This design comes from an exercise in tuning for small area, a short achievable clock period and few clock cycles per item on the open sky130 flow, not from production work. RTL that was checked went through simulation tests only; none was proved equivalent to the original. No functional check of the RTL was part of run 2. Power and IR drop assume default switching activity.

===== flow/config.mk =====
export PLATFORM = sky130hd
export DESIGN_NAME = matmul_engine
export DESIGN_NICKNAME = matmul_engine
export VERILOG_FILES = /design/flow/design.v
export SDC_FILE = /design/flow/constraint.sdc
export NUM_CORES = 4
export LEC_CHECK = 0
export CAP_MARGIN = 20
export CORE_MARGIN = 2
export CORE_UTILIZATION = 50
export CTS_CLUSTER_DIAMETER = 60
export CTS_CLUSTER_SIZE = 24
export SETUP_SLACK_MARGIN = 5
export SLEW_MARGIN = 20
export SYNTH_HIERARCHICAL = 1

===== flow/flow/run.sh =====
#!/bin/bash
# Standard ORFS layout with three changes to how the layout is made:
#  - timing repair aims at a tighter period than the clock constraint (setup
#    margin), so the resizer works on every path longer than that target;
#  - the port buffers are sky130_fd_sc_hd__buf_4 cells (the standard flow
#    picks a delay cell), every input and output still gets its own buffer;
#  - the resizer may swap cells of a different footprint.
# Synthesis is the standard one, unchanged. Each step's log is in orfs/logs.
set -euo pipefail
MARGIN=${MARGIN:-6.3}
bash standard.sh synth > synth.log 2>&1
bash standard.sh SETUP_SLACK_MARGIN=$MARGIN MATCH_CELL_FOOTPRINT=0 \
  "BUFFER_PORTS_ARGS=-buffer_cell sky130_fd_sc_hd__buf_4" finish > layout.log 2>&1

===== flow/design.v =====
package sysarray_pkg;
  function automatic logic [15:0] sat16(input logic [19:0] v);
    if (v[19:15] == 5'b00000 || v[19:15] == 5'b11111) sat16 = v[15:0];
    else if (v[19]) sat16 = 16'h8000;
    else sat16 = 16'h7fff;
  endfunction
endpackage
module pe (
  input  logic        clk,
  input  logic        rst,
  input  logic        clr_d,
  input  logic [7:0]  a,
  input  logic [7:0]  b,
  output logic [19:0] s,
  output logic [19:0] c
);
  logic        clr, nclr;
  logic pp_0_0;
  logic pp_0_1;
  logic pp_0_2;
  logic pp_0_3;
  logic pp_0_4;
  logic pp_0_5;
  logic pp_0_6;
  logic pp_0_7;
  logic pp_1_0;
  logic pp_1_1;
  logic pp_1_2;
  logic pp_1_3;
  logic pp_1_4;
  logic pp_1_5;
  logic pp_1_6;
  logic pp_1_7;
  logic pp_2_0;
  logic pp_2_1;
  logic pp_2_2;
  logic pp_2_3;
  logic pp_2_4;
  logic pp_2_5;
  logic pp_2_6;
  logic pp_2_7;
  logic pp_3_0;
  logic pp_3_1;
  logic pp_3_2;
  logic pp_3_3;
  logic pp_3_4;
  logic pp_3_5;
  logic pp_3_6;
  logic pp_3_7;
  logic pp_4_0;
  logic pp_4_1;
  logic pp_4_2;
  logic pp_4_3;
  logic pp_4_4;
  logic pp_4_5;
  logic pp_4_6;
  logic pp_4_7;
  logic pp_5_0;
  logic pp_5_1;
  logic pp_5_2;
  logic pp_5_3;
  logic pp_5_4;
  logic pp_5_5;
  logic pp_5_6;
  logic pp_5_7;
  logic pp_6_0;
  logic pp_6_1;
  logic pp_6_2;
  logic pp_6_3;
  logic pp_6_4;
  logic pp_6_5;
  logic pp_6_6;
  logic pp_6_7;
  logic pp_7_0;
  logic pp_7_1;
  logic pp_7_2;
  logic pp_7_3;
  logic pp_7_4;
  logic pp_7_5;
  logic pp_7_6;
  logic pp_7_7;
  logic sg0;
  logic sg1;
  logic sg2;
  logic sg3;
  logic sg4;
  logic sg5;
  logic sg6;
  logic cg6;
  logic sg7;
  logic cg7;
  logic sg8;
  logic cg8;
  logic sg9;
  logic cg9;
  logic sg10;
  logic cg10;
  logic sg11;
  logic cg11;
  logic sg12;
  logic cg12;
  logic sg13;
  logic cg13;
  logic sg14;
  logic cg14;
  logic sg15;
  logic cg15;
  logic sg16;
  logic cg16;
  logic sg17;
  logic cg17;
  logic sg18;
  logic cg18;
  logic sg19;
  logic cg19;
  logic s1;
  logic k2;
  logic s3;
  logic k4;
  logic s5;
  logic k6;
  logic s7;
  logic k8;
  logic s9;
  logic k10;
  logic s11;
  logic k12;
  logic s13;
  logic k14;
  logic s15;
  logic k16;
  logic s17;
  logic k18;
  logic s19;
  logic k20;
  logic s21;
  logic k22;
  logic s23;
  logic k24;
  logic s25;
  logic k26;
  logic s27;
  logic k28;
  logic s29;
  logic k30;
  logic s31;
  logic k32;
  logic s33;
  logic k34;
  logic s35;
  logic k36;
  logic s37;
  logic k38;
  logic s39;
  logic k40;
  logic s41;
  logic k42;
  logic s43;
  logic k44;
  logic s45;
  logic k46;
  logic s47;
  logic k48;
  logic s49;
  logic k50;
  logic s51;
  logic k52;
  logic s53;
  logic k54;
  logic s55;
  logic k56;
  logic s57;
  logic k58;
  logic s59;
  logic k60;
  logic i61;
  logic s62;
  logic k63;
  logic s64;
  logic k65;
  logic s66;
  logic k67;
  logic s68;
  logic k69;
  logic i70;
  logic s71;
  logic k72;
  logic s73;
  logic k74;
  logic i75;
  logic s76;
  logic k77;
  logic s78;
  logic k79;
  logic i80;
  logic s81;
  logic k82;
  logic s83;
  logic k84;
  logic s85;
  logic k86;
  logic s87;
  logic k88;
  logic s89;
  logic k90;
  logic i91;
  logic s92;
  logic k93;
  logic s94;
  logic k95;
  logic s96;
  logic k97;
  logic s98;
  logic k99;
  logic s100;
  logic k101;
  logic s102;
  logic k103;
  logic i104;
  logic s105;
  logic k106;
  logic i107;
  logic s108;
  logic k109;
  logic s110;
  logic k111;
  logic s112;
  logic k113;
  logic s114;
  logic k115;
  logic s116;
  logic k117;
  logic s118;
  logic k119;
  logic i120;
  logic s121;
  logic k122;
  logic s123;
  logic k124;
  logic s125;
  logic k126;
  logic i127;
  logic s128;
  logic k129;
  logic i130;
  logic s131;
  logic k132;
  logic i133;
  logic s134;
  logic k135;
  logic s136;
  logic k137;
  logic s138;
  logic k139;
  logic i140;
  logic s141;
  logic k142;
  logic i143;
  logic s144;
  logic k145;
  logic s146;
  logic k147;
  logic i148;
  logic s149;
  logic k150;
  logic i151;
  logic s152;
  logic k153;
  logic s154;
  logic k155;
  logic i156;
  logic s157;
  logic k158;
  logic s159;
  logic k160;
  logic s161;
  logic k162;
  logic s163;
  logic k164;
  logic s165;
  logic k166;
  logic s167;
  logic k168;
  logic s169;
  logic k170;
  logic s171;
  logic k172;
  logic s173;
  logic k174;
  logic s175;
  logic k176;
  logic s177;
  logic k178;
  always_ff @(posedge clk or posedge rst) begin
    if (rst) begin
      clr  <= 1'b0;
      nclr <= 1'b1;
    end else begin
      clr  <= clr_d;
      nclr <= ~clr_d;
    end
  end
  assign pp_0_0 = ~(a[0] & b[0]);
  assign pp_0_1 = ~(a[0] & b[1]);
  assign pp_0_2 = ~(a[0] & b[2]);
  assign pp_0_3 = ~(a[0] & b[3]);
  assign pp_0_4 = ~(a[0] & b[4]);
  assign pp_0_5 = ~(a[0] & b[5]);
  assign pp_0_6 = ~(a[0] & b[6]);
  assign pp_0_7 = ~(a[0] & b[7]);
  assign pp_1_0 = ~(a[1] & b[0]);
  assign pp_1_1 = ~(a[1] & b[1]);
  assign pp_1_2 = ~(a[1] & b[2]);
  assign pp_1_3 = ~(a[1] & b[3]);
  assign pp_1_4 = ~(a[1] & b[4]);
  assign pp_1_5 = ~(a[1] & b[5]);
  assign pp_1_6 = ~(a[1] & b[6]);
  assign pp_1_7 = ~(a[1] & b[7]);
  assign pp_2_0 = ~(a[2] & b[0]);
  assign pp_2_1 = ~(a[2] & b[1]);
  assign pp_2_2 = ~(a[2] & b[2]);
  assign pp_2_3 = ~(a[2] & b[3]);
  assign pp_2_4 = ~(a[2] & b[4]);
  assign pp_2_5 = ~(a[2] & b[5]);
  assign pp_2_6 = ~(a[2] & b[6]);
  assign pp_2_7 = ~(a[2] & b[7]);
  assign pp_3_0 = ~(a[3] & b[0]);
  assign pp_3_1 = ~(a[3] & b[1]);
  assign pp_3_2 = ~(a[3] & b[2]);
  assign pp_3_3 = ~(a[3] & b[3]);
  assign pp_3_4 = ~(a[3] & b[4]);
  assign pp_3_5 = ~(a[3] & b[5]);
  assign pp_3_6 = ~(a[3] & b[6]);
  assign pp_3_7 = ~(a[3] & b[7]);
  assign pp_4_0 = ~(a[4] & b[0]);
  assign pp_4_1 = ~(a[4] & b[1]);
  assign pp_4_2 = ~(a[4] & b[2]);
  assign pp_4_3 = ~(a[4] & b[3]);
  assign pp_4_4 = ~(a[4] & b[4]);
  assign pp_4_5 = ~(a[4] & b[5]);
  assign pp_4_6 = ~(a[4] & b[6]);
  assign pp_4_7 = ~(a[4] & b[7]);
  assign pp_5_0 = ~(a[5] & b[0]);
  assign pp_5_1 = ~(a[5] & b[1]);
  assign pp_5_2 = ~(a[5] & b[2]);
  assign pp_5_3 = ~(a[5] & b[3]);
  assign pp_5_4 = ~(a[5] & b[4]);
  assign pp_5_5 = ~(a[5] & b[5]);
  assign pp_5_6 = ~(a[5] & b[6]);
  assign pp_5_7 = ~(a[5] & b[7]);
  assign pp_6_0 = ~(a[6] & b[0]);
  assign pp_6_1 = ~(a[6] & b[1]);
  assign pp_6_2 = ~(a[6] & b[2]);
  assign pp_6_3 = ~(a[6] & b[3]);
  assign pp_6_4 = ~(a[6] & b[4]);
  assign pp_6_5 = ~(a[6] & b[5]);
  assign pp_6_6 = ~(a[6] & b[6]);
  assign pp_6_7 = ~(a[6] & b[7]);
  assign pp_7_0 = ~(a[7] & b[0]);
  assign pp_7_1 = ~(a[7] & b[1]);
  assign pp_7_2 = ~(a[7] & b[2]);
  assign pp_7_3 = ~(a[7] & b[3]);
  assign pp_7_4 = ~(a[7] & b[4]);
  assign pp_7_5 = ~(a[7] & b[5]);
  assign pp_7_6 = ~(a[7] & b[6]);
  assign pp_7_7 = ~(a[7] & b[7]);
  assign sg0 = ~(s[0] & nclr);
  assign sg1 = ~(s[1] & nclr);
  assign sg2 = ~(s[2] & nclr);
  assign sg3 = ~(s[3] & nclr);
  assign sg4 = ~(s[4] & nclr);
  assign sg5 = ~(s[5] & nclr);
  assign sg6 = ~(s[6] & nclr);
  assign cg6 = ~(c[6] & nclr);
  assign sg7 = ~(s[7] & nclr);
  assign cg7 = ~(c[7] & nclr);
  assign sg8 = ~(s[8] & nclr);
  assign cg8 = ~(c[8] | clr);
  assign sg9 = ~(s[9] | clr);
  assign cg9 = ~(c[9] | clr);
  assign sg10 = ~(s[10] | clr);
  assign cg10 = ~(c[10] & nclr);
  assign sg11 = ~(s[11] | clr);
  assign cg11 = ~(c[11] & nclr);
  assign sg12 = ~(s[12] | clr);
  assign cg12 = ~(c[12] | clr);
  assign sg13 = ~(s[13] | clr);
  assign cg13 = ~(c[13] & nclr);
  assign sg14 = ~(s[14] & nclr);
  assign cg14 = ~(c[14] & nclr);
  assign sg15 = ~(s[15] & nclr);
  assign cg15 = ~(c[15] & nclr);
  assign sg16 = ~(s[16] & nclr);
  assign cg16 = ~(c[16] & nclr);
  assign sg17 = ~(s[17] & nclr);
  assign cg17 = ~(c[17] & nclr);
  assign sg18 = ~(s[18] & nclr);
  assign cg18 = ~(c[18] & nclr);
  assign sg19 = ~(s[19] & nclr);
  assign cg19 = ~(c[19] & nclr);
  assign s1 = ~pp_0_0 ^ ~sg0;
  assign k2 = ~pp_0_0 & ~sg0;
  fa_cell u_s3 (.a(pp_0_1), .b(pp_1_0), .ci(sg1), .s(s3), .co(k4));
  assign s5 = k2 ^ ~s3;
  assign k6 = k2 & ~s3;
  fa_cell u_s7 (.a(pp_0_2), .b(pp_1_1), .ci(pp_2_0), .s(s7), .co(k8));
  fa_cell u_s9 (.a(sg2), .b(k4), .ci(s7), .s(s9), .co(k10));
  assign s11 = k6 ^ ~s9;
  assign k12 = k6 & ~s9;
  fa_cell u_s13 (.a(pp_0_3), .b(pp_1_2), .ci(pp_2_1), .s(s13), .co(k14));
  fa_cell u_s15 (.a(pp_3_0), .b(sg3), .ci(k8), .s(s15), .co(k16));
  fa_cell u_s17 (.a(s13), .b(s15), .ci(k10), .s(s17), .co(k18));
  assign s19 = k12 ^ ~s17;
  assign k20 = k12 & ~s17;
  fa_cell u_s21 (.a(pp_0_4), .b(pp_1_3), .ci(pp_2_2), .s(s21), .co(k22));
  fa_cell u_s23 (.a(pp_3_1), .b(pp_4_0), .ci(sg4), .s(s23), .co(k24));
  fa_cell u_s25 (.a(k14), .b(s21), .ci(s23), .s(s25), .co(k26));
  fa_cell u_s27 (.a(k16), .b(s25), .ci(k18), .s(s27), .co(k28));
  assign s29 = k20 ^ ~s27;
  assign k30 = k20 & ~s27;
  fa_cell u_s31 (.a(pp_0_5), .b(pp_1_4), .ci(pp_2_3), .s(s31), .co(k32));
  fa_cell u_s33 (.a(pp_3_2), .b(pp_4_1), .ci(pp_5_0), .s(s33), .co(k34));
  fa_cell u_s35 (.a(sg5), .b(k22), .ci(k24), .s(s35), .co(k36));
  fa_cell u_s37 (.a(s31), .b(s33), .ci(s35), .s(s37), .co(k38));
  fa_cell u_s39 (.a(k26), .b(s37), .ci(k28), .s(s39), .co(k40));
  assign s41 = k30 ^ ~s39;
  assign k42 = k30 & ~s39;
  fa_cell u_s43 (.a(pp_0_6), .b(pp_1_5), .ci(pp_2_4), .s(s43), .co(k44));
  fa_cell u_s45 (.a(pp_3_3), .b(pp_4_2), .ci(pp_5_1), .s(s45), .co(k46));
  fa_cell u_s47 (.a(pp_6_0), .b(sg6), .ci(cg6), .s(s47), .co(k48));
  fa_cell u_s49 (.a(k32), .b(k34), .ci(s43), .s(s49), .co(k50));
  fa_cell u_s51 (.a(s45), .b(s47), .ci(k36), .s(s51), .co(k52));
  fa_cell u_s53 (.a(s49), .b(k38), .ci(s51), .s(s53), .co(k54));
  assign s55 = ~s53 ^ ~k40;
  assign k56 = ~s53 & ~k40;
  fa_cell u_s57 (.a(pp_1_6), .b(pp_2_5), .ci(pp_3_4), .s(s57), .co(k58));
  fa_cell u_s59 (.a(pp_4_3), .b(pp_5_2), .ci(pp_6_1), .s(s59), .co(k60));
  assign i61 = ~sg7;
  fa_cell u_s62 (.a(pp_0_7), .b(pp_7_0), .ci(i61), .s(s62), .co(k63));
  fa_cell u_s64 (.a(cg7), .b(k44), .ci(k46), .s(s64), .co(k65));
  fa_cell u_s66 (.a(k48), .b(s57), .ci(s59), .s(s66), .co(k67));
  fa_cell u_s68 (.a(s64), .b(k50), .ci(s66), .s(s68), .co(k69));
  assign i70 = ~s62;
  fa_cell u_s71 (.a(i70), .b(k52), .ci(s68), .s(s71), .co(k72));
  assign s73 = ~k54 ^ ~s71;
  assign k74 = ~k54 & ~s71;
  assign i75 = ~pp_2_6;
  assign s76 = ~(pp_1_7 ^ i75);
  assign k77 = pp_1_7 | i75;
  fa_cell u_s78 (.a(pp_3_5), .b(pp_4_4), .ci(pp_5_3), .s(s78), .co(k79));
  assign i80 = ~pp_7_1;
  fa_cell u_s81 (.a(pp_6_2), .b(i80), .ci(sg8), .s(s81), .co(k82));
  fa_cell u_s83 (.a(k58), .b(k60), .ci(s78), .s(s83), .co(k84));
  fa_cell u_s85 (.a(cg8), .b(s76), .ci(k63), .s(s85), .co(k86));
  fa_cell u_s87 (.a(s81), .b(k65), .ci(k67), .s(s87), .co(k88));
  fa_cell u_s89 (.a(s83), .b(k69), .ci(s87), .s(s89), .co(k90));
  assign i91 = ~s85;
  fa_cell u_s92 (.a(i91), .b(k72), .ci(s89), .s(s92), .co(k93));
  fa_cell u_s94 (.a(pp_3_6), .b(pp_4_5), .ci(pp_5_4), .s(s94), .co(k95));
  fa_cell u_s96 (.a(pp_2_7), .b(pp_7_2), .ci(sg9), .s(s96), .co(k97));
  fa_cell u_s98 (.a(pp_6_3), .b(k79), .ci(s94), .s(s98), .co(k99));
  fa_cell u_s100 (.a(cg9), .b(k77), .ci(s96), .s(s100), .co(k101));
  fa_cell u_s102 (.a(k82), .b(k84), .ci(s98), .s(s102), .co(k103));
  assign i104 = ~k88;
  fa_cell u_s105 (.a(k86), .b(s100), .ci(i104), .s(s105), .co(k106));
  assign i107 = ~s105;
  fa_cell u_s108 (.a(s102), .b(k90), .ci(i107), .s(s108), .co(k109));
  fa_cell u_s110 (.a(pp_4_6), .b(pp_5_5), .ci(pp_6_4), .s(s110), .co(k111));
  fa_cell u_s112 (.a(pp_3_7), .b(pp_7_3), .ci(sg10), .s(s112), .co(k113));
  fa_cell u_s114 (.a(cg10), .b(k95), .ci(s110), .s(s114), .co(k115));
  fa_cell u_s116 (.a(k97), .b(s112), .ci(k101), .s(s116), .co(k117));
  fa_cell u_s118 (.a(k99), .b(s114), .ci(k103), .s(s118), .co(k119));
  assign i120 = ~s118;
  fa_cell u_s121 (.a(s116), .b(k106), .ci(i120), .s(s121), .co(k122));
  fa_cell u_s123 (.a(pp_4_7), .b(pp_7_4), .ci(sg11), .s(s123), .co(k124));
  fa_cell u_s125 (.a(pp_5_6), .b(pp_6_5), .ci(cg11), .s(s125), .co(k126));
  assign i127 = ~k111;
  fa_cell u_s128 (.a(i127), .b(k113), .ci(s123), .s(s128), .co(k129));
  assign i130 = ~s128;
  fa_cell u_s131 (.a(s125), .b(k115), .ci(i130), .s(s131), .co(k132));
  assign i133 = ~k117;
  fa_cell u_s134 (.a(i133), .b(s131), .ci(k119), .s(s134), .co(k135));
  fa_cell u_s136 (.a(pp_5_7), .b(pp_7_5), .ci(sg12), .s(s136), .co(k137));
  fa_cell u_s138 (.a(cg12), .b(k124), .ci(s136), .s(s138), .co(k139));
  assign i140 = ~k129;
  fa_cell u_s141 (.a(pp_6_6), .b(k126), .ci(i140), .s(s141), .co(k142));
  assign i143 = ~s138;
  fa_cell u_s144 (.a(i143), .b(s141), .ci(k132), .s(s144), .co(k145));
  fa_cell u_s146 (.a(pp_6_7), .b(pp_7_6), .ci(sg13), .s(s146), .co(k147));
  assign i148 = ~cg13;
  fa_cell u_s149 (.a(i148), .b(k137), .ci(s146), .s(s149), .co(k150));
  assign i151 = ~k142;
  fa_cell u_s152 (.a(k139), .b(s149), .ci(i151), .s(s152), .co(k153));
  fa_cell u_s154 (.a(pp_7_7), .b(sg14), .ci(cg14), .s(s154), .co(k155));
  assign i156 = ~s154;
  fa_cell u_s157 (.a(k147), .b(i156), .ci(k150), .s(s157), .co(k158));
  assign s159 = sg15 ^ cg15;
  assign k160 = sg15 & cg15;
  assign s161 = ~s159 ^ ~k155;
  assign k162 = ~s159 & ~k155;
  assign s163 = sg16 ^ cg16;
  assign k164 = sg16 & cg16;
  assign s165 = ~k160 ^ ~s163;
  assign k166 = ~k160 & ~s163;
  assign s167 = sg17 ^ cg17;
  assign k168 = sg17 & cg17;
  assign s169 = ~k164 ^ ~s167;
  assign k170 = ~k164 & ~s167;
  assign s171 = sg18 ^ cg18;
  assign k172 = sg18 & cg18;
  assign s173 = ~k168 ^ ~s171;
  assign k174 = ~k168 & ~s171;
  assign s175 = sg19 ^ cg19;
  assign k176 = sg19 & cg19;
  assign s177 = ~k172 ^ ~s175;
  assign k178 = ~k172 & ~s175;
  always_ff @(posedge clk) begin
    s[0] <= s1;
    s[1] <= s5;
    s[2] <= s11;
    s[3] <= s19;
    s[4] <= s29;
    s[5] <= s41;
    s[6] <= s55;
    s[7] <= s73;
    s[8] <= k74;
    s[9] <= k93;
    s[10] <= k109;
    s[11] <= s134;
    s[12] <= s144;
    s[13] <= k145;
    s[14] <= s157;
    s[15] <= s161;
    s[16] <= s165;
    s[17] <= k166;
    s[18] <= k170;
    s[19] <= k174;
    c[6] <= k42;
    c[7] <= k56;
    c[8] <= s92;
    c[9] <= s108;
    c[10] <= s121;
    c[11] <= k122;
    c[12] <= k135;
    c[13] <= s152;
    c[14] <= k153;
    c[15] <= k158;
    c[16] <= k162;
    c[17] <= s169;
    c[18] <= s173;
    c[19] <= s177;
  end
  assign c[0] = 1'b0;
  assign c[1] = 1'b0;
  assign c[2] = 1'b0;
  assign c[3] = 1'b0;
  assign c[4] = 1'b0;
  assign c[5] = 1'b0;
endmodule
package pe_pol;
  localparam logic [19:0] SPOL = 20'h03e00;
  localparam logic [19:0] CPOL = 20'h01300;
  localparam logic [19:0] CMSK = 20'hfffc0;   
  localparam int CLO = 6;   
endpackage
module fa_cell (
  input  logic a,
  input  logic b,
  input  logic ci,
  output logic s,
  output logic co
);
  assign s  = a ^ b ^ ci;
  assign co = (a & b) | (a & ci) | (b & ci);
endmodule
module ha_cell (
  input  logic a,
  input  logic b,
  output logic s,
  output logic co
);
  assign s  = a ^ b;
  assign co = a & b;
endmodule
module colout #(
  parameter int N     = 6,
  parameter int ACC_W = 20,
  parameter int OUT_W = 16
) (
  input  logic                    clk,
  input  logic                    rst,
  input  logic [N-1:0]            sel_d,
  input  logic [N-1:0][ACC_W-1:0] s,
  input  logic [N-1:0][ACC_W-1:0] c,
  input  logic                    ld0,     
  input  logic                    from1,   
  input  logic                    ld1,     
  output logic [OUT_W-1:0]        q0
);
  localparam int CLO = pe_pol::CLO;
  logic [N-1:0][ACC_W-1:CLO] cx;
  logic [ACC_W-1:0]   ms, vs;
  logic [ACC_W-1:CLO] mc, vc;
  logic [14:0]      lo;
  logic             c15, ovf0, ovf1, sg0, sg1, h0, h1;
  logic [OUT_W-1:0] q1, y, d;
  rowsel #(.N(N), .W(ACC_W)) u_sels (.clk(clk), .rst(rst), .sel_d(sel_d), .x(s), .y(ms));
  rowsel #(.N(N), .W(ACC_W - CLO)) u_selc (.clk(clk), .rst(rst), .sel_d(sel_d), .x(cx), .y(mc));
  always_comb
    for (int i = 0; i < N; i++) cx[i] = c[i][ACC_W-1:CLO];
  assign vs = ms ^ pe_pol::SPOL;
  assign vc = mc ^ pe_pol::CPOL[ACC_W-1:CLO];
  colsum #(.CLO(CLO)) u_sum (
    .a(vs), .b(vc), .lo(lo), .c15(c15),
    .ovf0(ovf0), .ovf1(ovf1), .sg0(sg0), .sg1(sg1), .h0(h0), .h1(h1)
  );
  satsel u_sat (
    .lo(lo), .c15(c15), .ovf0(ovf0), .ovf1(ovf1), .sg0(sg0), .sg1(sg1),
    .h0(h0), .h1(h1), .q1(q1), .from1(from1), .y(y), .d(d)
  );
  always_ff @(posedge clk) begin
    if (ld0) q0 <= d;
    if (ld1) q1 <= y;
  end
endmodule
module rowsel #(
  parameter int N = 6,
  parameter int W = 20
) (
  input  logic                clk,
  input  logic                rst,
  input  logic [N-1:0]        sel_d,
  input  logic [N-1:0][W-1:0] x,
  output logic [W-1:0]        y
);
  logic [N-1:0] sel;
  always_ff @(posedge clk or posedge rst) begin
    if (rst) sel <= N'(1);
    else     sel <= sel_d;
  end
  always_comb begin
    y = '0;
    for (int i = 0; i < N; i++) y = y | (x[i] & {W{sel[i]}});
  end
endmodule
module colsum #(
  parameter int CLO = 5
) (
  input  logic [19:0]  a,
  input  logic [19:CLO] b,
  output logic [14:0] lo,
  output logic        c15,
  output logic        ovf0,
  output logic        ovf1,
  output logic        sg0,
  output logic        sg1,
  output logic        h0,
  output logic        h1
);
  logic [4:0] hi0, hi1;
  logic [19:0] bz;
  assign bz = {b, {CLO{1'b0}}};
  assign {c15, lo} = {1'b0, a[14:0]} + {1'b0, bz[14:0]};
  assign hi0  = a[19:15] + bz[19:15];
  assign hi1  = a[19:15] + bz[19:15] + 5'd1;
  assign ovf0 = (hi0 != 5'b00000) && (hi0 != 5'b11111);
  assign ovf1 = (hi1 != 5'b00000) && (hi1 != 5'b11111);
  assign sg0  = hi0[4];
  assign sg1  = hi1[4];
  assign h0   = hi0[0];
  assign h1   = hi1[0];
endmodule
module satsel (
  input  logic [14:0] lo,
  input  logic        c15,
  input  logic        ovf0,
  input  logic        ovf1,
  input  logic        sg0,
  input  logic        sg1,
  input  logic        h0,
  input  logic        h1,
  input  logic [15:0] q1,
  input  logic        from1,
  output logic [15:0] y,
  output logic [15:0] d
);
  logic ovf, sg, h;
  assign ovf = c15 ? ovf1 : ovf0;
  assign sg  = c15 ? sg1 : sg0;
  assign h   = c15 ? h1 : h0;
  assign y   = ovf ? {sg, {15{~sg}}} : {h, lo};
  assign d   = from1 ? q1 : y;
endmodule
module lmux (
  input  logic s,
  input  logic a,
  input  logic b,
  output logic y
);
  assign y = s ? a : b;
endmodule
module oreg (
  input  logic clk,
  input  logic rst,
  input  logic d,
  output logic q
);
  always_ff @(posedge clk or posedge rst) begin
    if (rst) q <= 1'b0;
    else     q <= d;
  end
endmodule
module matmul_engine #(
  parameter int N     = 6,
  parameter int A_W   = 8,
  parameter int B_W   = 8,
  parameter int K_MAX = 16,
  parameter int ACC_W = 20,
  parameter int OUT_W = 16
) (
  input  logic                            clk,
  input  logic                            rst,
  input  logic                            start,
  output logic                            start_ready,
  input  logic [$clog2(K_MAX+1)-1:0]      k_len,
  input  logic                            in_valid,
  output logic                            in_ready,
  input  logic [N-1:0][A_W-1:0]           in_a,
  input  logic [N-1:0][B_W-1:0]           in_b,
  output logic                            out_valid,
  input  logic                            out_ready,
  output logic [N-1:0][OUT_W-1:0]         out_row,
  output logic [$clog2(N)-1:0]            out_ridx,
  output logic                            busy,
  output logic                            done
);
  localparam int KW = $clog2(K_MAX + 1);
  localparam int RW = $clog2(N);
  logic          cur_v, cur_z, cur_first;    
  logic [KW-1:0] cur_rem;                    
  logic          pend_v;                     
  logic [KW-1:0] pend_k;
  logic [3:0]    njobs;                      
  logic          done_reg;
  logic          in_ready_q, start_ready_q, busy_q;   
  logic          cur_v_n, cur_z_n, cur_first_n, pend_v_n;
  logic [KW-1:0] cur_rem_n, pend_k_n;
  logic [3:0]    njobs_n;
  logic          busy_n;
  logic [N-1:0]          sv, sf, sl;         
  logic [A_W-1:0]        sa [N][N];          
  logic [N-1:0][B_W-1:0] sb [N];             
  logic [N-1:0]          holds;              
  logic [N-1:0]          ptr;                
  logic                   q0v, q1v;          
  logic [N-1:0][OUT_W-1:0] q0;
  logic [RW-1:0]          ridx;              
  logic [N-1:0]          frz;                
  logic [N-1:0]          en;                 
  logic                  push, pop, fire0, last0, cur_free, st_fire;
  logic [N-1:0] sv_n, sf_n, sl_n, holds_n, ptr_n, a_n, conf0, conf1, frz0, frz1;
  logic [N-1:0] frz_n, en_n;
  logic         q0v_n, q1v_n, hp_n, nq;
  assign push      = |(holds & ptr) & ~q1v;
  assign pop       = q0v & out_ready;
  assign out_row   = q0;
  assign out_ridx  = ridx;
  assign done      = done_reg;
  assign fire0       = cur_v & ~frz[0] & (cur_z | in_valid);
  assign last0       = cur_z | (cur_rem == KW'(1));
  assign cur_free    = ~cur_v | (fire0 & last0);
  assign st_fire     = start & start_ready;
  assign in_ready    = in_ready_q;
  assign start_ready = start_ready_q;
  assign busy        = busy_q;
  always_comb begin
    cur_v_n     = cur_v;
    cur_z_n     = cur_z;
    cur_first_n = cur_first;
    cur_rem_n   = cur_rem;
    pend_v_n    = pend_v;
    pend_k_n    = pend_k;
    if (fire0 & ~last0) begin
      cur_rem_n   = cur_rem - KW'(1);
      cur_first_n = 1'b0;
    end
    if (cur_free) begin
      if (pend_v) begin
        cur_v_n     = 1'b1;
        cur_z_n     = (pend_k == '0);
        cur_rem_n   = pend_k;
        cur_first_n = 1'b1;
        pend_v_n    = 1'b0;
      end else if (st_fire) begin
        cur_v_n     = 1'b1;
        cur_z_n     = (k_len == '0);
        cur_rem_n   = k_len;
        cur_first_n = 1'b1;
      end else begin
        cur_v_n     = 1'b0;
      end
    end else if (st_fire) begin
      pend_v_n = 1'b1;
      pend_k_n = k_len;
    end
    njobs_n = njobs + {3'b0, st_fire} - {3'b0, pop & (ridx == RW'(N - 1))};
    busy_n  = st_fire | (njobs > 4'd1) |
              ((njobs == 4'd1) & ~(out_ready & q0v & (ridx == RW'(N - 1))));
  end
  always_comb begin
    sv_n[0] = frz[0] ? sv[0] : fire0;
    sf_n[0] = frz[0] ? sf[0] : (cur_first | cur_z);
    sl_n[0] = frz[0] ? sl[0] : last0;
    for (int s = 1; s < N; s++) begin
      sv_n[s] = frz[s] ? sv[s] : (sv[s-1] & ~frz[s-1]);
      sf_n[s] = frz[s] ? sf[s] : sf[s-1];
      sl_n[s] = frz[s] ? sl[s] : sl[s-1];
    end
    for (int s = 0; s < N; s++)
      holds_n[s] = (holds[s] & ~(push & ptr[s])) | (en[s] & sl[s]);
    ptr_n = push ? {ptr[N-2:0], ptr[N-1]} : ptr;
    q0v_n = q1v | (q0v & ~pop) | push;
    q1v_n = (q1v & ~pop) | (push & q0v & ~pop);
    hp_n = |(holds_n & ptr_n);
    nq   = ~(q1v | (push & q0v));
    for (int s = 0; s < N; s++) begin
      a_n[s]   = sv_n[s] & sf_n[s] & holds_n[s];
      conf1[s] = a_n[s] & ~(hp_n & ptr_n[s]);
      conf0[s] = a_n[s] & ~(hp_n & nq & ptr_n[s]);
    end
    frz1[N-1] = conf1[N-1];
    frz0[N-1] = conf0[N-1];
    for (int s = N - 2; s >= 0; s--) begin
      frz1[s] = conf1[s] | frz1[s+1];
      frz0[s] = conf0[s] | frz0[s+1];
    end
    frz_n = pop ? frz1 : frz0;
  end
  logic [N-1:0] en_p1, en_p0, clr_p1, clr_p0, clr_n;
  logic [1:0]   sv0_x, fire0_x;                   
  logic [1:0]   en0_p1, en0_p0, clr0_p1, clr0_p0;  
  logic         en0_m1, en0_m0, clr0_m1, clr0_m0;
  always_comb begin
    for (int r = 0; r < N; r++) begin
      en_p0[r]  = sv_n[r] & ~frz0[r];
      en_p1[r]  = q0v ? (sv_n[r] & ~frz1[r]) : en_p0[r];
      clr_p0[r] = en_p0[r] & sf_n[r];
      clr_p1[r] = en_p1[r] & sf_n[r];
    end
    fire0_x[1] = cur_v & ~frz[0];
    fire0_x[0] = cur_v & ~frz[0] & cur_z;
    for (int x = 0; x < 2; x++) begin
      sv0_x[x] = frz[0] ? sv[0] : fire0_x[x];
      en0_p0[x]  = sv0_x[x] & ~(sv0_x[x] & sf_n[0] & holds_n[0] & ~(hp_n & nq & ptr_n[0]))
                            & ~frz0[1];
      en0_p1[x]  = q0v ? (sv0_x[x] & ~(sv0_x[x] & sf_n[0] & holds_n[0] & ~(hp_n & ptr_n[0]))
                                   & ~frz1[1])
                       : en0_p0[x];
      clr0_p0[x] = en0_p0[x] & sf_n[0];
      clr0_p1[x] = en0_p1[x] & sf_n[0];
    end
  end
  lmux u_en0m1  (.s(in_valid), .a(en0_p1[1]),  .b(en0_p1[0]),  .y(en0_m1));
  lmux u_en0m0  (.s(in_valid), .a(en0_p0[1]),  .b(en0_p0[0]),  .y(en0_m0));
  lmux u_clr0m1 (.s(in_valid), .a(clr0_p1[1]), .b(clr0_p1[0]), .y(clr0_m1));
  lmux u_clr0m0 (.s(in_valid), .a(clr0_p0[1]), .b(clr0_p0[0]), .y(clr0_m0));
  lmux u_en0    (.s(out_ready), .a(en0_m1),  .b(en0_m0),  .y(en_n[0]));
  lmux u_clr0   (.s(out_ready), .a(clr0_m1), .b(clr0_m0), .y(clr_n[0]));
  for (genvar r = 1; r < N; r++) begin : g_enm
    lmux u_en  (.s(out_ready), .a(en_p1[r]),  .b(en_p0[r]),  .y(en_n[r]));
    lmux u_clr (.s(out_ready), .a(clr_p1[r]), .b(clr_p0[r]), .y(clr_n[r]));
  end
  always_ff @(posedge clk or posedge rst) begin
    if (rst) begin
      cur_v         <= 1'b0;
      cur_z         <= 1'b0;
      cur_first     <= 1'b0;
      cur_rem       <= '0;
      pend_v        <= 1'b0;
      pend_k        <= '0;
      njobs         <= '0;
      done_reg      <= 1'b0;
      in_ready_q    <= 1'b0;
      start_ready_q <= 1'b1;
      busy_q        <= 1'b0;
    end else begin
      cur_v         <= cur_v_n;
      cur_z         <= cur_z_n;
      cur_first     <= cur_first_n;
      cur_rem       <= cur_rem_n;
      pend_v        <= pend_v_n;
      pend_k        <= pend_k_n;
      njobs         <= njobs_n;
      done_reg      <= pop & (ridx == RW'(N - 1));
      in_ready_q    <= cur_v_n & ~cur_z_n & ~frz_n[0];
      start_ready_q <= ~pend_v_n;
      busy_q        <= busy_n;
    end
  end
  always_ff @(posedge clk or posedge rst) begin
    if (rst) begin
      sv    <= '0;
      sf    <= '0;
      sl    <= '0;
      holds <= '0;
      ptr   <= N'(1);
      q0v   <= 1'b0;
      q1v   <= 1'b0;
      ridx  <= '0;
      frz   <= '0;
      en    <= '0;
    end else begin
      sv    <= sv_n;
      sf    <= sf_n;
      sl    <= sl_n;
      holds <= holds_n;
      ptr   <= ptr_n;
      q0v   <= q0v_n;
      q1v   <= q1v_n;
      frz   <= frz_n;
      en    <= en_n;
      if (pop) ridx <= (ridx == RW'(N - 1)) ? '0 : ridx + RW'(1);
    end
  end
  oreg u_ovalid (.clk(clk), .rst(rst), .d(q0v_n), .q(out_valid));
  logic ld0, ld1;
  assign ld0 = q1v ? pop : (push & (~q0v | pop));
  assign ld1 = push & q0v & ~pop;
  always_ff @(posedge clk) begin
    if (~frz[0]) begin
      for (int i = 0; i < N; i++) begin
        sa[0][i] <= cur_z ? '0 : in_a[i];
        sb[0][i] <= in_b[i];
      end
    end
    for (int s = 1; s < N; s++) begin
      if (~frz[s]) begin
        for (int i = s; i < N; i++) sa[s][i] <= sa[s-1][i];
        sb[s] <= sb[s-1];
      end
    end
  end
  logic [A_W-1:0] ag   [N];
  logic [A_W-1:0] ag_d [N];
  always_comb begin
    ag_d[0] = (frz[0] ? sa[0][0] : (cur_z ? '0 : in_a[0])) & {A_W{en_n[0]}};
    for (int r = 1; r < N; r++)
      ag_d[r] = (frz[r] ? sa[r][r] : sa[r-1][r]) & {A_W{en_n[r]}};
  end
  always_ff @(posedge clk) begin
    for (int r = 0; r < N; r++) ag[r] <= ag_d[r];
  end
  logic [ACC_W-1:0] acc_s [N][N];
  logic [ACC_W-1:0] acc_c [N][N];
  for (genvar gi = 0; gi < N; gi++) begin : g_row
    for (genvar gj = 0; gj < N; gj++) begin : g_col
      pe u_pe (
        .clk  (clk),
        .rst  (rst),
        .clr_d(clr_n[gi]),
        .a    (ag[gi]),
        .b    (sb[gi][gj]),
        .s    (acc_s[gi][gj]),
        .c    (acc_c[gi][gj])
      );
    end
  end
  logic [N-1:0][ACC_W-1:0] col_s [N];
  logic [N-1:0][ACC_W-1:0] col_c [N];
  for (genvar gj = 0; gj < N; gj++) begin : g_out
    for (genvar gi = 0; gi < N; gi++) begin : g_in
      assign col_s[gj][gi] = acc_s[gi][gj];
      assign col_c[gj][gi] = acc_c[gi][gj];
    end
    colout #(
      .N    (N),
      .ACC_W(ACC_W),
      .OUT_W(OUT_W)
    ) u_col (
      .clk  (clk),
      .rst  (rst),
      .sel_d(ptr_n),
      .s    (col_s[gj]),
      .c    (col_c[gj]),
      .ld0  (ld0),
      .from1(q1v),
      .ld1  (ld1),
      .q0   (q0[gj])
    );
  end
endmodule

===== flow/constraint.sdc =====
create_clock -name core_clock -period 10.0 [get_ports {clk}]
set_input_delay 2.0000 -clock core_clock [delete_from_list [all_inputs] [get_ports {clk}]]
set_output_delay 2.0000 -clock core_clock [all_outputs]
set_load 0.01 [all_outputs]

===== flow/standard.sh =====
#!/bin/bash
# synth_recipe.tcl (not shown) runs the flow's synth.tcl, then flattens the netlist and writes it again
# the make line also repeats each setting of config.mk as NAME=value (left out here)
make -C /OpenROAD-flow-scripts/flow DESIGN_CONFIG=/design/flow/config.mk WORK_HOME=/design/flow/orfs CLKGATE_MAP_FILE= SYNTH_SCRIPT=/design/flow/synth_recipe.tcl "${@:-finish}"

==> results of run 1 <==
==> what timing repair did <==
action                     in CTS  in global routing
pin swaps                       6                  1
gates resized for setup       145                154
setup buffers                  30                 45
setup endpoints to repair     587                316
gates cloned                    1                 10
==> layer usage <==
metal  GRT usage  vias up  wire (um)
met2       0.473     4296     199000
met5           0        -         27
met1       0.399    48676     170000
met4       0.149        4      25800
met3      0.0617      996      41900
li1            -    39500          -
==> path summary, 6_finish.rpt <==
check | from | to | cells past startpoint | slack, ns
worst min register to register | sa[23][2]$_DFFE_PN_ | sa[29][2]$_DFFE_PN_ | 0 | 0.42
worst max-delay path | ag[1][5]$_DFF_P_ | g_row[1].g_col[4].u_pe.c[8]$_DFF_P_ | 7 | 6.36
worst max register to register | ag[1][5]$_DFF_P_ | g_row[1].g_col[4].u_pe.c[8]$_DFF_P_ | 7 | 6.36
worst min-delay path | sa[23][2]$_DFFE_PN_ | sa[29][2]$_DFFE_PN_ | 0 | 0.42
min in group asynchronous | rst | u_ovalid.q$_DFF_PP0_ | 2 | 1.21
max in group asynchronous | rst | q1v$_DFF_PP0_ | 3 | 7.57
==> final cells by class <==
| cell class | instances | area [sq um] |
|---|---|---|
| Fill cell | 23750 | 127000 |
| Multi-Input combinational cell | 8413 | 81400 |
| Sequential cell | 2134 | 50200 |
| Clock buffer | 211 | 5080 |
| Inverter | 1338 | 5040 |
| Tap cell | 3724 | 4660 |
| Timing Repair Buffer | 366 | 3810 |
| Clock inverter | 159 | 2090 |
| Antenna cell | 27 | 67.6 |
==> where the power goes <==
| part | switching [mW] | internal (mW) | total [mW] |
|---|---|---|---|
| Combinational | 17.6 | 12.8 | 30.4 |
| Clock | 4.29 | 4.13 | 8.41 |
| Sequential | 4.89 | 13.8 | 18.7 |
| Total | 26.8 | 30.7 | 57.5 |
==> cells in the final DEF (no fill, tap or decap), drive strengths merged, types with 221 or more instances in the layout <==
master  instances
clkbuf        231
nor2          319
nand3         221
buf           346
dfxtp        1320
nand2        3225
fa           2245
and2          277
a22oi         621
edfxtp        600
inv          1430
ha            698
==> critical path, stage by stage, from the launching register on <==
cell and delay (ns):
dfxtp_2 0.33, buf_6 0.53, nand2_1 0.16, fa_1 0.56, fa_1 0.43, fa_1 0.42, fa_1 0.56, fa_1 0.42
==> flow_metrics.py, run 1 <==
metrics = {
    "status": {
        "status": "no timing/DRC/antenna violations",
    },
    "pwr": {
        "peakVddDrop_mv": 0.321,
        "leakage_nw": 59.6,
        "finalPower_mw": 57.5,
        "p_per_area_nw_per_um2": 378,
    },
    "sta": {
        "fin_skew_ns": 0.0556,
        "period_minus_slack_ns": 3.64,
        "finalSetupTns_ns": 0,
        "grt_setup_unrepaired": "true",
        "clock.fmax_ghz": 0.275,
        "setup_viol": 0,
        "max_slew.worst_pin.slew_ns": 1.11,
        "slew_violations": 0,
        "slew_headroom": 0.260,
        "hold_ws_ns": 0.418,
        "hold_violations": 0,
        "post-route-period-util": 0.364,
        "layout_setup_ws_ns": 6.36,
    },
    "critical_path": {
        "critPathCaptureType": "register",
        "worst-setup-path-type": "reg -> reg",
        "worstPathArrival_ns": 4.41,
        "crit_path_start_kind": "register",
        "cp_max_fo": 48,
        "critPathRequiredTime_ns": 10.78,
    },
    "logic_synthesis": {
        "yosys_warnings": 32,
        "synthCells": 12612,
        "synth_nets": 15661,
        "syn_area_per_cell_sq_um": 11.1,
        "synth_area_sq_um": 140000,
    },
    "cells_and_area": {
        "drive_above_1_share": 0.0894,
        "nNetsFinal": 15500,
        "finalInstanceArea_sq_um": 152000,
        "top_regs": "g_row.g_col.u_pe.s x720, g_row.g_col.u_pe.c x504, sb x288",
        "largest_register": "g_row.g_col.u_pe.s",
        "utilization": 0.545,
        "area_growth_pct": 8.51,
        "stdcell_count": 16372,
        "largest_reg_flops": 720,
    },
    "placement": {
        "pre_cts_ws_ns": 5.42,
        "dp_hpwl_mm": 297,
        "port_buffers": 209,
        "postPlaceCellArea_sq_um": 143000,
        "place_inst": 15889,
        "place.gp.congestion": 0.938,
    },
    "floorplanning": {
        "core_sq_um": 279000,
        "die_h_um": 534,
        "rows": 194,
        "design.portCount": 210,
        "initial_core_util": 0.502,
        "die_w_um": 534,
        "fp.dieArea_sq_um": 285000,
    },
    "routing": {
        "wl_per_cell_um": 26.6,
        "drcViolationCount": 0,
        "ant_nets": 0,
        "drt_iter0_drc": 8966,
        "viasPerCell": 5.71,
        "dr.pass1.iters": 8,
        "routed_wl_mm": 436,
        "vias": 93472,
    },
    "flow_run": {
        "drv_cap": 0,
    },
    "grt": {
        "grt_pass1_vias": 100270,
        "grt_pass1_wl_mm": 637,
        "grt_overflow": 0,
        "track_usage": 0.301,
        "antenna_found_initial": 27,
        "grt_max_degree": 72,
    },
    "clock_network": {
        "cts_hold_buf": 0,
        "htree_levels": 4,
        "cts_tree": "done",
        "cts_buffers": 198,
        "clk_latency_ns": 0.93,
        "clk_path_buf_depth": 4,
        "cts.sinks": 2134,
        "clk_pin_slew_ns": 0.09,
        "root_buffer": "clkbuf_16",
    },
    "hold_path": {
        "hp-class": "reg -> reg",
    },
}
Testbench counts, summed over its fixed seeds: cycles 7,275, jobs 768.
==> run 2, diff against run 1 <==
--- a/flow/design.v
+++ b/flow/design.v
@@ -603,7 +603,7 @@
   logic [ACC_W-1:CLO] mc, vc;
   logic [14:0]      lo;
   logic             c15, ovf0, ovf1, sg0, sg1, h0, h1;
-  logic [OUT_W-1:0] q1, y, d;
+  logic [OUT_W-1:0] q1, y, dsel, d;
   rowsel #(.N(N), .W(ACC_W)) u_sels (.clk(clk), .rst(rst), .sel_d(sel_d), .x(s), .y(ms));
   rowsel #(.N(N), .W(ACC_W - CLO)) u_selc (.clk(clk), .rst(rst), .sel_d(sel_d), .x(cx), .y(mc));
   always_comb
@@ -616,10 +616,11 @@
   );
   satsel u_sat (
     .lo(lo), .c15(c15), .ovf0(ovf0), .ovf1(ovf1), .sg0(sg0), .sg1(sg1),
-    .h0(h0), .h1(h1), .q1(q1), .from1(from1), .y(y), .d(d)
+    .h0(h0), .h1(h1), .q1(q1), .from1(from1), .y(y), .d(dsel)
   );
+  hmux16 u_hold (.s(ld0), .a(dsel), .b(q0), .y(d));
   always_ff @(posedge clk) begin
-    if (ld0) q0 <= d;
+    q0 <= d;
     if (ld1) q1 <= y;
   end
 endmodule
@@ -710,6 +711,14 @@
     else     q <= d;
   end
 endmodule
+module hmux16 (
+  input  logic        s,
+  input  logic [15:0] a,
+  input  logic [15:0] b,
+  output logic [15:0] y
+);
+  assign y = s ? a : b;
+endmodule
 module matmul_engine #(
   parameter int N     = 6,
   parameter int A_W   = 8,
--- a/flow/config.mk
+++ b/flow/config.mk
@@ -7,7 +7,7 @@
 export LEC_CHECK = 0
 export CAP_MARGIN = 20
 export CORE_MARGIN = 2
-export CORE_UTILIZATION = 50
+export CORE_UTILIZATION = 40
 export CTS_CLUSTER_DIAMETER = 60
 export CTS_CLUSTER_SIZE = 24
 export SETUP_SLACK_MARGIN = 5
==> run 2 against run 1 <==
  * First-iteration DRC count is 5.8% lower
  * Maximum frequency down 0.35%
  * Combinational power decreased by 2%
  * Total power up 0.36%
  * Critical path type unchanged
  * Highest routed layer unchanged
==> flow_metrics.py, run 2 <==
metrics = {
    "status": {
        "status": "no timing/DRC/antenna violations",
    },
    "critical_path": {
        "critPathCaptureType": "register",
        "crit_path_start_kind": "register",
        "critPathRequiredTime_ns": 10.77,
        "r2r_slack_ns": 6.35,
        "worst-setup-path-type": "reg -> reg",
        "reg2regPathDepth": 14,
        "cp_max_fo": 7,
        "worstPathArrival_ns": 4.42,
        "rr_startpoint": "g_out[3].u_col.u_sels.sel[1]$_DFF_PP0_",
        "reg2reg_to": "g_out[3].u_col.q0[6]$_DFF_P_",
    },
    "routing": {
        "dr.pass1.iters": 6,
        "drcViolationCount": 0,
        "drt_iter0_drc": 8445,
        "ant_nets": 0,
        "met2_length_mm": 202,
        "dr_wl_met3_mm": 35.5,
        "routed_wl_mm": 436,
        "wl_per_cell_um": 24.9,
        "dr.max_layer_used": "met5",
        "vias": 93396,
        "wl_met1_mm": 177,
        "viasPerCell": 5.34,
    },
    "placement": {
        "pre_cts_ws_ns": 5.42,
        "postPlaceCellArea_sq_um": 144000,
        "dp_hpwl_mm": 303,
        "port_buffers": 209,
        "place.gp.congestion": 0.943,
    },
    "cells_and_area": {
        "utilization": 0.444,
        "regArea_sq_um": 49300,
        "multi_input_area_sq_um": 82700,
        "top_regs": "g_row.g_col.u_pe.s x720, g_row.g_col.u_pe.c x504, sb x288",
        "largest_register": "g_row.g_col.u_pe.s",
        "fillers": 32371,
        "finalInstanceArea_sq_um": 155000,
        "layout_common_cells": "nand2_1 (3224), fa_1 (2244), dfxtp_1 (1368), inv_1 (1329), ha_1 (698)",
        "drive_above_1_share": 0.106,
        "largest_reg_flops": 720,
        "area_growth_pct": 10.2,
        "nNetsFinal": 15724,
        "layout_commonest_cell": "nand2_1",
    },
    "logic_synthesis": {
        "yosys_warnings": 32,
        "syn_area_per_cell_sq_um": 11.1,
        "synth_area_sq_um": 141000,
        "synth_nets": 15769,
        "synthCells": 12720,
    },
    "sta": {
        "setup_viol": 0,
        "layout_setup_ws_ns": 6.35,
        "post-route-period-util": 0.365,
        "fin_skew_ns": 0.0656,
        "hold_violations": 0,
        "slew_violations": 0,
        "period_minus_slack_ns": 3.65,
        "max_slew.worst_pin.slew_ns": 1.06,
        "slew_headroom": 0.297,
        "hold_ws_ns": 0.398,
        "grt_setup_unrepaired": "true",
        "clock.fmax_ghz": 0.274,
        "finalSetupTns_ns": 0,
    },
    "clock_network": {
        "cts.sinks": 2134,
        "root_buffer": "clkbuf_16",
        "cts_buffers": 211,
        "htree_levels": 4,
        "clk_path_buf_depth": 4,
        "cts_tree": "done",
        "clk_pin_slew_ns": 0.08,
        "clk_latency_ns": 0.94,
    },
    "flow_run": {
        "drv_cap": 0,
    },
    "grt": {
        "track_usage": 0.243,
        "grt_pass1_wl_mm": 642,
        "grt_overflow": 0,
        "antenna_found_initial": 28,
        "grt_max_degree": 97,
        "grt_pass1_vias": 97830,
    },
    "floorplanning": {
        "rows": 217,
        "fp.dieArea_sq_um": 357000,
        "die_w_um": 598,
        "die_h_um": 598,
        "design.portCount": 210,
        "core_sq_um": 350000,
        "initial_core_util": 0.403,
    },
    "pwr": {
        "leakage_nw": 60.8,
        "p_per_area_nw_per_um2": 372,
        "peakVddDrop_mv": 0.237,
    },
    "hold_path": {
        "worstHoldEndpoint": "sa[11][3]$_DFFE_PN_",
        "holdPathStages": 0,
        "min-delay-start": "sa[5][3]$_SDFFCE_PP0N_",
        "hp-class": "reg -> reg",
    },
}
run 2: worst max path at each step:
stage                                      startpoint                               to  slack (ns)  cells past startpoint
3_5_place_dp                                out_ready   g_out[4].u_col.q1[0]$_DFFE_PP_        5.42                      5
2_1_floorplan                               out_ready   g_out[0].u_col.q1[0]$_DFFE_PP_        6.01                      2
5_1_grt        g_out[2].u_col.u_selc.sel[2]$_DFF_PP0_     g_out[2].u_col.q0[8]$_DFF_P_        6.28                     13
4_1_cts        g_out[3].u_col.u_sels.sel[4]$_DFF_PP0_     g_out[3].u_col.q0[6]$_DFF_P_        6.30                     13
3_3_place_gp                                out_ready  g_out[4].u_col.q1[15]$_DFFE_PP_        5.44                      5
6_report       g_out[3].u_col.u_sels.sel[1]$_DFF_PP0_     g_out[3].u_col.q0[6]$_DFF_P_        6.35                     14
run 2: final cells by class:
class                      instances  share of cell area
antenna                           19            0.000306
multi-input combinational       8509               0.533
tap                             4599              0.0371
clock inverter                   157              0.0132
timing repair buffer             481              0.0302
sequential                      2134               0.318
clock buffer                     239              0.0362
inverter                        1338              0.0325
run 2: critical path, stage by stage (launching register included):
cell	delay, ns
dfrtp_4	0.56
clkbuf_4	0.23
a22oi_1	0.30
nand3_1	0.13
ha_1	0.37
a21oi_2	0.19
o21ai_1	0.13
a31oi_1	0.23
o21ai_0	0.15
buf_4	0.20
nand3b_1	0.17
a21oi_4	0.08
buf_4	0.20
a221o_2	0.31
mux2_4	0.26
run 2: what timing repair did:
action	4_1_cts	5_1_grt
setup buffers	73	123
hold buffers	0	0
pin swaps	6	7
setup endpoints to repair	467	185
gates cloned	0	3
resized for setup	140	147
run 2: power breakdown:
group | internal, mW | switching [mW] | total [mW]
Combinational | 12.7 | 17.3 | 29.9
Sequential | 13.8 | 5.15 | 18.9
Clock | 4.64 | 4.22 | 8.87
Total | 31.1 | 26.6 | 57.7
run 2: layer usage:
metal | vias to the layer above | global-route usage
li1 | 40052 | -
met1 | 48521 | 0.327
met2 | 4000 | 0.388
met3 | 813 | 0.0393
met4 | 10 | 0.105
met5 | - | 0
run 2: through the flow:
stage | power (mW) | cells
2_1_floorplan | 38.3 | 12720
3_3_place_gp | 46.8 | 16862
3_5_place_dp | 48.1 | 16862
4_1_cts | 57.9 | 17331
5_1_grt | 64.0 | 17459
6_report | 57.7 | 17476

## what the ideal ports hide
No port has a modelled driver above. Below, the same layouts with a new extraction and two added sets of constraints.
Step 1 assumes that a clkbuf_16 drives the clock port and a buf_2 every other input.
Step 2 times the ports against the registers' clock, not the clock port: input delays grow and output delays shrink by t, the midpoint of the rising clock arrivals with the driver on.
Three values: ideal, step 1, step 2; two values: the first two.
run | shift t [ns] | slack for setup (ns) | worst setup path after step 2 | cell pins on the clock port's net
run 1 | 0.998 | 6.363 / 6.330 / 5.461 | input to register | 1
run 2 | 1.010 | 6.351 / 6.308 / 5.607 | input to register | 1
After both steps every run listed still meets setup and hold. For run 1, which loses most, drivers alone change the setup slack by -0.033 ns; drivers and shift together by -0.902 ns.
